This is an optimization exercise on Yosys and OpenROAD, whose aim is small area and a short achievable clock period, not a production implementation.
At most, simulation tests tie the RTL to the original design; equivalence was not proved.
Power is estimated from default activity; no workload was simulated.

## before
// retire_trace_buffer
module retire_trace_buffer #(
    parameter int DEPTH = 16
) (
    input  logic                   clk,
    input  logic                   reset,
    input  logic                   trace_en,
    input  logic [31:0]            pc,
    input  logic [31:0]            inst,
    input  logic                   rf_we,
    input  logic [4:0]             rf_waddr,
    input  logic [31:0]            rf_wdata,
    output logic                   overflow,
    output logic [15:0]            drop_count,
    input  logic                   clr_ovf,
    output logic [$clog2(DEPTH):0] level,
    output logic [31:0]            out_data,
    output logic                   out_valid,
    input  logic                   out_ready
);
For scale: about 3000 cells after synthesis, ~1800 flip-flops, ~160 I/O pins, about 68000 um2 of cells after synthesis.
==> module retire_trace_buffer, before the edit <==
module retire_trace_buffer #(
    parameter int DEPTH = 16
) (
    input  logic                   clk,
    input  logic                   reset,
    input  logic                   trace_en,
    input  logic [31:0]            pc,
    input  logic [31:0]            inst,
    input  logic                   rf_we,
    input  logic [4:0]             rf_waddr,
    input  logic [31:0]            rf_wdata,
    output logic                   overflow,
    output logic [15:0]            drop_count,
    input  logic                   clr_ovf,
    output logic [$clog2(DEPTH):0] level,
    output logic [31:0]            out_data,
    output logic                   out_valid,
    input  logic                   out_ready
);
    localparam int IDX_W = $clog2(DEPTH);
    localparam int LVL_W = IDX_W + 1;
    logic        armed_q;
    logic [31:0] pc_q;
    logic [31:0] inst_q;
    logic        wv_q;
    logic [4:0]  waddr_q;
    logic [31:0] wdata_q;
    logic [IDX_W-1:0] wr_q, rd_q;
    logic [LVL_W-1:0] level_q;
    logic [1:0]       wc_q;
    logic             valid_q;
    logic [31:0]      out_q;
    logic             overflow_q;
    logic [15:0]      drop_count_q;
    logic [31:0] pc_mem    [DEPTH];
    logic [31:0] inst_mem  [DEPTH];
    logic [4:0]  waddr_mem [DEPTH];
    logic [31:0] wdata_mem [DEPTH];
    logic        retire_s, wr_hit_s;
    logic [4:0]  ent_waddr_s;
    logic [31:0] ent_wdata_s;
    logic        full_s, one_s, accept_s, last_s, pop_s;
    logic        push_req_s, push_s, drop_s, wr_free_s;
    logic [LVL_W-1:0] level_d;
    logic        valid_d;
    logic [IDX_W-1:0] rd1_s;
    logic [31:0] next_pc_s, next_word_s, out_d;
    logic [4:0]  head_waddr_s;
    always_comb begin
        retire_s    = armed_q && (pc != pc_q);
        wr_hit_s    = rf_we && (rf_waddr != 5'd0);
        ent_waddr_s = wr_hit_s ? rf_waddr : (wv_q ? waddr_q : 5'd0);
        ent_wdata_s = wr_hit_s ? rf_wdata : (wv_q ? wdata_q : 32'd0);
        full_s     = level_q[IDX_W];
        one_s      = (level_q == LVL_W'(1));
        accept_s   = valid_q && out_ready;
        last_s     = (wc_q == 2'd3);
        pop_s      = accept_s && last_s;
        push_req_s = retire_s && trace_en;
        push_s     = push_req_s && (!full_s || pop_s);
        drop_s     = push_req_s && full_s && !pop_s;
        wr_free_s  = !full_s || pop_s;
        level_d = level_q;
        if (push_s && !pop_s)      level_d = level_q + LVL_W'(1);
        else if (pop_s && !push_s) level_d = level_q - LVL_W'(1);
        valid_d = push_s || (valid_q && !(pop_s && one_s));
        rd1_s        = rd_q + IDX_W'(1);
        next_pc_s    = pc_mem[rd1_s];
        head_waddr_s = waddr_mem[rd_q];
        case (wc_q)
            2'd0:    next_word_s = inst_mem[rd_q];
            2'd1:    next_word_s = {(head_waddr_s != 5'd0), 26'd0, head_waddr_s};
            default: next_word_s = wdata_mem[rd_q];
        endcase
        if (push_s && (!valid_q || (pop_s && one_s)))
            out_d = pc_q;                  
        else if (pop_s && !one_s)
            out_d = next_pc_s;             
        else if (accept_s && !last_s)
            out_d = next_word_s;           
        else if (valid_q && !accept_s)
            out_d = out_q;
        else
            out_d = 32'd0;
    end
    always_ff @(posedge clk or negedge reset) begin
        if (!reset) begin
            armed_q      <= 1'b0;
            wv_q         <= 1'b0;
            wr_q         <= '0;
            rd_q         <= '0;
            level_q      <= '0;
            wc_q         <= 2'd0;
            valid_q      <= 1'b0;
            out_q        <= 32'd0;
            overflow_q   <= 1'b0;
            drop_count_q <= 16'd0;
        end else begin
            armed_q <= 1'b1;
            wv_q    <= !retire_s && (wv_q || wr_hit_s);
            if (push_s) wr_q <= wr_q + IDX_W'(1);
            if (pop_s)  rd_q <= rd1_s;
            level_q <= level_d;
            if (pop_s)         wc_q <= 2'd0;
            else if (accept_s) wc_q <= wc_q + 2'd1;
            valid_q <= valid_d;
            out_q   <= out_d;
            if (clr_ovf) begin
                overflow_q   <= 1'b0;
                drop_count_q <= 16'd0;
            end else if (drop_s) begin
                overflow_q   <= 1'b1;
                if (drop_count_q != 16'hFFFF) drop_count_q <= drop_count_q + 16'd1;
            end
        end
    end
    always_ff @(posedge clk) begin
        pc_q <= pc;
        if (!armed_q || retire_s) inst_q <= inst;
        if (wr_hit_s) begin
            waddr_q <= rf_waddr;
            wdata_q <= rf_wdata;
        end
    end
    always_ff @(posedge clk) begin
        if (wr_free_s) begin
            pc_mem[wr_q]    <= pc_q;
            inst_mem[wr_q]  <= inst_q;
            waddr_mem[wr_q] <= ent_waddr_s;
            wdata_mem[wr_q] <= ent_wdata_s;
        end
    end
    assign out_valid  = valid_q;
    assign out_data   = out_q;
    assign overflow   = overflow_q;
    assign drop_count = drop_count_q;
    assign level      = level_q;
endmodule
Settings: LEC_CHECK=0, CAP_MARGIN=20, CORE_MARGIN=2, CORE_UTILIZATION=40, SETUP_SLACK_MARGIN=3.0, SLEW_MARGIN=20; clock period 5.5 ns.
run.sh (not shown) runs the stock make flow with config.mk's settings and CLKGATE_MAP_FILE= SYNTH_SCRIPT=/design/flow/synth_recipe.tcl, a recipe that flattens the netlist after the stock synthesis.
Setup changes, before to after
--- a/flow/design.v
+++ b/flow/design.v
@@ -25,7 +25,8 @@
     logic        wv_q;
     logic [4:0]  waddr_q;
     logic [31:0] wdata_q;
-    logic [IDX_W-1:0] wr_q, rd_q;
+    logic [IDX_W-1:0] wr_q;
+    logic [DEPTH-1:0] rd_oh_q;     
     logic [LVL_W-1:0] level_q;
     logic [1:0]       wc_q;
     logic             valid_q;
@@ -43,9 +44,11 @@
     logic        push_req_s, push_s, drop_s, wr_free_s;
     logic [LVL_W-1:0] level_d;
     logic        valid_d;
-    logic [IDX_W-1:0] rd1_s;
     logic [31:0] next_pc_s, next_word_s, out_d;
     logic [4:0]  head_waddr_s;
+    logic [31:0] head_inst_s, head_wdata_s;
+    logic [DEPTH-1:0] rd_sel_s;
+    assign rd_sel_s = rd_oh_q;
     always_comb begin
         retire_s    = armed_q && (pc != pc_q);
         wr_hit_s    = rf_we && (rf_waddr != 5'd0);
@@ -64,13 +67,20 @@
         if (push_s && !pop_s)      level_d = level_q + LVL_W'(1);
         else if (pop_s && !push_s) level_d = level_q - LVL_W'(1);
         valid_d = push_s || (valid_q && !(pop_s && one_s));
-        rd1_s        = rd_q + IDX_W'(1);
-        next_pc_s    = pc_mem[rd1_s];
-        head_waddr_s = waddr_mem[rd_q];
+        next_pc_s    = 32'd0;
+        head_inst_s  = 32'd0;
+        head_waddr_s = 5'd0;
+        head_wdata_s = 32'd0;
+        for (int i = 0; i < DEPTH; i++) begin
+            next_pc_s    = next_pc_s    | (pc_mem[i]    & {32{rd_sel_s[(i+DEPTH-1)%DEPTH]}});
+            head_inst_s  = head_inst_s  | (inst_mem[i]  & {32{rd_sel_s[i]}});
+            head_waddr_s = head_waddr_s | (waddr_mem[i] & {5{rd_sel_s[i]}});
+            head_wdata_s = head_wdata_s | (wdata_mem[i] & {32{rd_sel_s[i]}});
+        end
         case (wc_q)
-            2'd0:    next_word_s = inst_mem[rd_q];
+            2'd0:    next_word_s = head_inst_s;
             2'd1:    next_word_s = {(head_waddr_s != 5'd0), 26'd0, head_waddr_s};
-            default: next_word_s = wdata_mem[rd_q];
+            default: next_word_s = head_wdata_s;
         endcase
         if (push_s && (!valid_q || (pop_s && one_s)))
             out_d = pc_q;                  
@@ -88,7 +98,7 @@
             armed_q      <= 1'b0;
             wv_q         <= 1'b0;
             wr_q         <= '0;
-            rd_q         <= '0;
+            rd_oh_q      <= DEPTH'(1);
             level_q      <= '0;
             wc_q         <= 2'd0;
             valid_q      <= 1'b0;
@@ -99,7 +109,7 @@
             armed_q <= 1'b1;
             wv_q    <= !retire_s && (wv_q || wr_hit_s);
             if (push_s) wr_q <= wr_q + IDX_W'(1);
-            if (pop_s)  rd_q <= rd1_s;
+            if (pop_s)  rd_oh_q <= {rd_oh_q[DEPTH-2:0], rd_oh_q[DEPTH-1]};
             level_q <= level_d;
             if (pop_s)         wc_q <= 2'd0;
             else if (accept_s) wc_q <= wc_q + 2'd1;
==> notes.md <==
before has a lower global-route usage than after.
In the metrics for after and before, the one carrying the lower mux cell area share after synthesis is after.
A destination of the critical timing path of level_q[3]$_DFFE_PN0P_ is what after shows, while out_q[23]$_DFFE_PN0P_ belongs to before.
after ends up with higher detailed route wirelength on metal2 than before does.
Compared with before, in after count of routing violations after the opening detailed-route iteration grew by about 60%, die span in y shrank by 10 um.
Lower utilization was reported by before, not after.
Relative to before, tap cell count has gone down in after.
Timing startpoint of the critical path = pc[10]: after; timing startpoint of the critical path = rd_q[0]$_DFFE_PN0P_: before
after: number of global-route vias before repair is 3715 higher than what before reported.
after ended up with a lower number of rows created at floorplan than before did.
No run of this note included a check of the RTL's function; only the layout flow was run.

retire_trace_buffer, a different RTL version from the one above (not shown whole).
Size: ~3700 cells after synthesis, ~66000 µm² of cells after synthesis.
==> module retire_trace_buffer, before the edit <==
module retire_trace_buffer #(
    parameter int DEPTH = 16
) (
    input  logic                   clk,
    input  logic                   reset,
    input  logic                   trace_en,
    input  logic [31:0]            pc,
    input  logic [31:0]            inst,
    input  logic                   rf_we,
    input  logic [4:0]             rf_waddr,
    input  logic [31:0]            rf_wdata,
    output logic                   overflow,
    output logic [15:0]            drop_count,
    input  logic                   clr_ovf,
    output logic [$clog2(DEPTH):0] level,
    output logic [31:0]            out_data,
    output logic                   out_valid,
    input  logic                   out_ready
);
    localparam int IDX_W = $clog2(DEPTH);
    localparam int LVL_W = IDX_W + 1;
    logic        armed_q;
    logic [31:0] pc_q;
    logic [31:0] inst_q;
    logic        wv_q;
    logic [4:0]  waddr_q;
    logic [31:0] wdata_q;
    logic [IDX_W-1:0] wr_q;
    logic [DEPTH-1:0] rd_q;          
    logic [LVL_W-1:0] level_q;
    logic [3:0]       wc_q;          
    logic             valid_q;
    logic [31:0]      out_q;
    logic             overflow_q;
    logic [15:0]      drop_count_q;
    logic [DEPTH-1:0] we_q;          
    logic [31:0] pc_mem    [DEPTH];
    logic [31:0] inst_mem  [DEPTH];
    logic [4:0]  waddr_mem [DEPTH];
    logic [31:0] wdata_mem [DEPTH];
    logic        pc_chg_s, retire_s, push_req_s, wr_hit_s;
    logic [4:0]  ent_waddr_s;
    logic [31:0] ent_wdata_s;
    logic        full_s, one_s, accept_s, last_s, pop_s;
    logic [31:0] next_pc_s, head_inst_s, head_wdata_s, next_word_s;
    logic [4:0]  head_waddr_s;
    logic [15:0] drop_inc_s;
    logic [DEPTH-1:0] wr_dec_s, wr1_dec_s, we_n0, we_n1;
    logic             last_n_s, free_n0, free_n1;
    logic [LVL_W-1:0] level_n0, level_n1;
    logic             valid_n0, valid_n1;
    logic [31:0]      out_n0, out_n1;
    logic             wr_adv_n1;
    logic             ovf_n1;
    logic [15:0]      drop_n1;
    always_comb begin
        pc_chg_s    = (pc != pc_q);
        retire_s    = armed_q && pc_chg_s;
        push_req_s  = retire_s && trace_en;
        wr_hit_s    = rf_we && (rf_waddr != 5'd0);
        ent_waddr_s = wr_hit_s ? rf_waddr : (wv_q ? waddr_q : 5'd0);
        ent_wdata_s = wr_hit_s ? rf_wdata : (wv_q ? wdata_q : 32'd0);
        full_s    = level_q[IDX_W];
        one_s     = (level_q == LVL_W'(1));
        last_s    = wc_q[3];
        accept_s  = valid_q && out_ready;
        pop_s     = accept_s && last_s;
        next_pc_s    = 32'd0;
        head_inst_s  = 32'd0;
        head_waddr_s = 5'd0;
        head_wdata_s = 32'd0;
        for (int i = 0; i < DEPTH; i++) begin
            next_pc_s    = next_pc_s    | (pc_mem[i]    & {32{rd_q[(i+DEPTH-1)%DEPTH]}});
            head_inst_s  = head_inst_s  | (inst_mem[i]  & {32{rd_q[i]}});
            head_waddr_s = head_waddr_s | (waddr_mem[i] & {5{rd_q[i]}});
            head_wdata_s = head_wdata_s | (wdata_mem[i] & {32{rd_q[i]}});
        end
        if (wc_q[0])      next_word_s = head_inst_s;
        else if (wc_q[1]) next_word_s = {(head_waddr_s != 5'd0), 26'd0, head_waddr_s};
        else              next_word_s = head_wdata_s;
        level_n0 = pop_s ? level_q - LVL_W'(1) : level_q;
        valid_n0 = valid_q && !(pop_s && one_s);
        if (!valid_q)                out_n0 = 32'd0;
        else if (!out_ready)         out_n0 = out_q;
        else if (!last_s)            out_n0 = next_word_s;
        else if (!one_s)             out_n0 = next_pc_s;
        else                         out_n0 = 32'd0;
        wr_adv_n1 = !full_s || pop_s;
        level_n1  = (full_s || pop_s) ? level_q : level_q + LVL_W'(1);
        valid_n1  = 1'b1;
        if (!valid_q || (pop_s && one_s)) out_n1 = pc_q;    
        else                              out_n1 = out_n0;
        ovf_n1    = overflow_q || !wr_adv_n1;
        drop_inc_s = (drop_count_q == 16'hFFFF) ? drop_count_q : drop_count_q + 16'd1;
        drop_n1   = wr_adv_n1 ? drop_count_q : drop_inc_s;
        for (int i = 0; i < DEPTH; i++) begin
            wr_dec_s[i]  = (wr_q == IDX_W'(i));
            wr1_dec_s[i] = (wr_q == IDX_W'(i + DEPTH - 1));
        end
        last_n_s = accept_s ? wc_q[2] : wc_q[3];
        free_n0  = !(full_s && !pop_s) || last_n_s;
        free_n1  = !(full_s || (level_q == LVL_W'(DEPTH - 1) && !pop_s)) || last_n_s;
        we_n0    = free_n0 ? wr_dec_s : '0;
        we_n1    = free_n1 ? (wr_adv_n1 ? wr1_dec_s : wr_dec_s) : '0;
    end
    always_ff @(posedge clk or negedge reset) begin
        if (!reset) begin
            armed_q      <= 1'b0;
            wv_q         <= 1'b0;
            wr_q         <= '0;
            rd_q         <= DEPTH'(1);
            level_q      <= '0;
            wc_q         <= 4'b0001;
            valid_q      <= 1'b0;
            out_q        <= 32'd0;
            overflow_q   <= 1'b0;
            drop_count_q <= 16'd0;
        end else begin
            armed_q <= 1'b1;
            wv_q    <= !retire_s && (wv_q || wr_hit_s);
            if (push_req_s && wr_adv_n1) wr_q <= wr_q + IDX_W'(1);
            if (pop_s)    rd_q <= {rd_q[DEPTH-2:0], rd_q[DEPTH-1]};
            if (accept_s) wc_q <= {wc_q[2:0], wc_q[3]};
            level_q <= push_req_s ? level_n1 : level_n0;
            valid_q <= push_req_s ? valid_n1 : valid_n0;
            out_q   <= push_req_s ? out_n1   : out_n0;
            if (clr_ovf) begin
                overflow_q   <= 1'b0;
                drop_count_q <= 16'd0;
            end else if (push_req_s) begin
                overflow_q   <= ovf_n1;
                drop_count_q <= drop_n1;
            end
        end
    end
    always_ff @(posedge clk) begin
        pc_q <= pc;
        we_q <= push_req_s ? we_n1 : we_n0;
        if (!armed_q || pc_chg_s) inst_q <= inst;
        if (wr_hit_s) begin
            waddr_q <= rf_waddr;
            wdata_q <= rf_wdata;
        end
    end
    always_ff @(posedge clk) begin
        for (int i = 0; i < DEPTH; i++) begin
            if (we_q[i]) begin
                pc_mem[i]    <= pc_q;
                inst_mem[i]  <= inst_q;
                waddr_mem[i] <= ent_waddr_s;
                wdata_mem[i] <= ent_wdata_s;
            end
        end
    end
    assign out_valid  = valid_q;
    assign out_data   = out_q;
    assign overflow   = overflow_q;
    assign drop_count = drop_count_q;
    assign level      = level_q;
endmodule
==> flow/config.mk <==
export PLATFORM = sky130hd
export DESIGN_NAME = retire_trace_buffer
export DESIGN_NICKNAME = retire_trace_buffer
export VERILOG_FILES = /design/flow/design.v
export SDC_FILE = /design/flow/constraint.sdc
export NUM_CORES = 4
export LEC_CHECK = 0
export CAP_MARGIN = 20
export CORE_MARGIN = 2
export CORE_UTILIZATION = 60
export CTS_CLUSTER_DIAMETER = 100
export CTS_CLUSTER_SIZE = 30
export SETUP_SLACK_MARGIN = 3.0
export SLEW_MARGIN = 20
==> flow/constraint.sdc <==
create_clock -name core_clock -period 5.5 [get_ports {clk}]
set_input_delay 1.1000 -clock core_clock [delete_from_list [all_inputs] [get_ports {clk}]]
set_output_delay 1.1000 -clock core_clock [all_outputs]
set_load 0.01 [all_outputs]
Edit:
--- a/flow/design.v
+++ b/flow/design.v
@@ -108,9 +108,7 @@
             armed_q      <= 1'b0;
             wv_q         <= 1'b0;
             wr_q         <= '0;
-            rd_q         <= DEPTH'(1);
             level_q      <= '0;
-            wc_q         <= 4'b0001;
             valid_q      <= 1'b0;
             out_q        <= 32'd0;
             overflow_q   <= 1'b0;
@@ -119,8 +117,6 @@
             armed_q <= 1'b1;
             wv_q    <= !retire_s && (wv_q || wr_hit_s);
             if (push_req_s && wr_adv_n1) wr_q <= wr_q + IDX_W'(1);
-            if (pop_s)    rd_q <= {rd_q[DEPTH-2:0], rd_q[DEPTH-1]};
-            if (accept_s) wc_q <= {wc_q[2:0], wc_q[3]};
             level_q <= push_req_s ? level_n1 : level_n0;
             valid_q <= push_req_s ? valid_n1 : valid_n0;
             out_q   <= push_req_s ? out_n1   : out_n0;
@@ -135,6 +131,13 @@
     end
     always_ff @(posedge clk) begin
         pc_q <= pc;
+        if (!valid_q) begin
+            rd_q <= wr_dec_s;
+            wc_q <= 4'b0001;
+        end else begin
+            if (pop_s)    rd_q <= {rd_q[DEPTH-2:0], rd_q[DEPTH-1]};
+            if (accept_s) wc_q <= {wc_q[2:0], wc_q[3]};
+        end
         we_q <= push_req_s ? we_n1 : we_n0;
         if (!armed_q || pc_chg_s) inst_q <= inst;
         if (wr_hit_s) begin
=>
- The changed run went through all stages and came out clean
- power rises by about 32%
- design area rises by about 2.3%
- via count rises by 1.5%
- combinational power rises to 8.1 times its value
- setup slack is worse by 0.17 ns
- global-route usage rises by 0.19 points
- synthesized area hardly moves
- wire length rises by about 4%
- clock skew falls by 0.011 ns
- sequential cell count stays the same
- first-iteration DRC count rises by about 16%
- non-clock buffer count rises by 54
- sequential power rises by about 10%
- synthesized cell count falls by about 1.6%
The RTL of the second run of this note was laid out without a check of its function.

[afterwards: timing with drivers on the ports]
Ports are ideal in the flow. The routed layouts listed here were re-timed in OpenROAD. Step 1, drivers: a clkbuf_16 drives clk and a buf_2 each remaining input, both assumed. Step 2 moves the port delays by t, midway between the first and last clock arrival at a register: inputs arrive t later, outputs are due t later. That takes back most of the time a late clock gives input paths. Three values: no drivers, after step 1, after step 2; two values: the first two.
run | t (ns) | setup WS [ns] | pins driven straight from the clock port
before | 0.884 | 2.539 / 2.539 / 1.886 | 1
after | 0.905 | 2.743 / 2.795 / 1.896 | 1
the first run of note 2 | 0.776 | 2.930 / 2.930 / 2.248 | 1
the second run of note 2 | 0.764 | 2.757 / 2.757 / 2.251 | 1
After both steps every run listed still meets setup and hold. The setup slack of after, which loses most, moves by +0.052 ns with the drivers and by -0.847 ns with both steps.
